From an optimization exercise on the open Yosys and OpenROAD flow, aimed at small area and a short achievable clock period; shortcuts taken in it are not production practice. Only simulation tests tie the RTL to the original design; equivalence was not proved.

red:
==> flow/design.v (excerpt) <==
module csc_top (
	input logic CLOCK_50_I,
	input logic resetn,
	input logic start,
	output logic busy,
	output logic done,
	output csc_pkg::sram_addr_t sram_addr,
	output csc_pkg::sram_word_t sram_wdata,
	output logic sram_we_n,
	input csc_pkg::sram_word_t sram_rdata
);
Size in the first run: ~2500 cells after synthesis, about 480 flip-flops, roughly 56 I/O pins, roughly 27000 um^2 of cells after synthesis.
Settings: LEC_CHECK=0, CAP_MARGIN=20, CORE_MARGIN=2, CORE_UTILIZATION=50, CTS_BUF_LIST=sky130_fd_sc_hd__clkbuf_4 sky130_fd_sc_hd__clkbuf_8, SLEW_MARGIN=20; clock period 10.0 ns.
standard.sh (not shown) runs the stock make flow with config.mk's settings and CLKGATE_MAP_FILE= SYNTH_SCRIPT=/design/flow/synth_recipe.tcl, a recipe that flattens the netlist after the stock synthesis.
==> flow/flow/run.sh <==
#!/bin/bash
set -u
export SETUP_SLACK_MARGIN=6.8
export BUFFER_PORTS_ARGS="-buffer_cell sky130_fd_sc_hd__buf_4"
bash standard.sh > standard_flow.log 2>&1
Testbench counts of red, summed over its fixed seeds: frame cycles 1,536,248.
For blue, these inputs were changed with respect to red:
- CTS_BUF_LIST now sky130_fd_sc_hd__clkbuf_16, was sky130_fd_sc_hd__clkbuf_4 sky130_fd_sc_hd__clkbuf_8
- CTS_CLUSTER_DIAMETER now 100, previously not set
- CTS_CLUSTER_SIZE now 24, previously not set
- On register cell area after layout, blue tracks red almost exactly.
- blue vs red: critical path data arrival time up
- Relative to red, the fmax measured on blue has increased slightly.
- blue vs red on layout clock buffer count: blue is the lower one.
- Diff red -> blue: global-route wire length before repair now sits lower, critical path depth went up by 8.
#### Input delta (green over blue)
- a deleted CTS_CLUSTER_DIAMETER that had been 100
- a deleted CTS_CLUSTER_SIZE that had been 24
- a deleted CTS_BUF_LIST that had been sky130_fd_sc_hd__clkbuf_16
--- a/flow/flow/run.sh
+++ b/flow/flow/run.sh
@@ -3 +3 @@
-export SETUP_SLACK_MARGIN=6.8
+export SETUP_SLACK_MARGIN=6.4
Results
Delta (green minus blue): final critical delay including setup and external delays went up.
Here is what was changed in the inputs of orange compared with green.
- CTS_CLUSTER_SIZE newly set to 24
- CTS_CLUSTER_DIAMETER newly set to 100
- CTS_BUF_LIST newly set to sky130_fd_sc_hd__clkbuf_8 sky130_fd_sc_hd__clkbuf_16
--- a/flow/flow/run.sh
+++ b/flow/flow/run.sh
@@ -3 +3 @@
-export SETUP_SLACK_MARGIN=6.4
+export SETUP_SLACK_MARGIN=6.8
==> comparison <==
From green to orange the numbers moved as follows: final area flat, clock-buffer cell count has decreased.
Looking at total routed wirelength across both flows, orange is the weaker of the two, with green ahead.
In terms of met1 routing resource usage after global routing, green and orange differ only marginally.
Compared with green, orange shows a final-stage net count that is 14 higher.
Relative to orange, the following input files were edited for purple:
- swapping 20 for 5 in SLEW_MARGIN
- clearing CTS_CLUSTER_SIZE, which used to be 24
- swapping 20 for 5 in CAP_MARGIN
- swapping sky130_fd_sc_hd__clkbuf_8 sky130_fd_sc_hd__clkbuf_16 for sky130_fd_sc_hd__clkbuf_8 in CTS_BUF_LIST
- clearing CTS_CLUSTER_DIAMETER, which used to be 100
==> comparison <==
As far as global routing met1 resource utilization is concerned, orange and purple perform about the same.
purple vs orange — post-route non-filler standard cell count climbed by a few percent
Comparing proportion of cell area occupied by multi-input gates for orange and purple, the bigger number came from orange.
As far as well tap count goes, purple and orange are indistinguishable; the numbers are identical.
Number of clock-tree buffers in the layout on purple is up relative to orange.
The clock tree cell share of total cell area in purple was higher than what orange gave.
Summary of purple over orange: layout buffering overhead excluding clock cells now sits at about the same level.
purple vs orange: routing usage on met3 up in purple
Of the two values seen for origin of the worst setup path, seq_unit.busy was produced by purple and interp_unit.d2_r[4] by orange.
Diff orange and purple: met2 routed wirelength lower in orange

[static timing again, ports no longer ideal]
No port has a modelled driver above. Below, the same layouts with a new extraction and two added sets of constraints.
Step 1 assumes that a clkbuf_16 drives the clock port and a buf_2 every other input.
Step 2 moves the port delays by t, midway between the first and last clock arrival at a register: inputs arrive t later, outputs are due t later. That takes back most of the time a late clock gives input paths.
a / b / c = ideal / step 1 / step 2; a / b = the first two.
run | shift t [ns] | slack for setup (ns) | worst data-port slew with drivers (ns)
red | 0.703 | 6.686 / 6.630 / 6.731 | 0.04
blue | 0.625 | 6.723 / 6.707 / 6.723 | 0.03
green | 0.641 | 6.511 / 6.511 / 6.511 | 0.04
orange | 0.625 | 6.723 / 6.704 / 6.723 | 0.03
purple | 0.702 | 6.687 / 6.632 / 6.728 | 0.04
After both steps setup and hold are still met in every run listed.
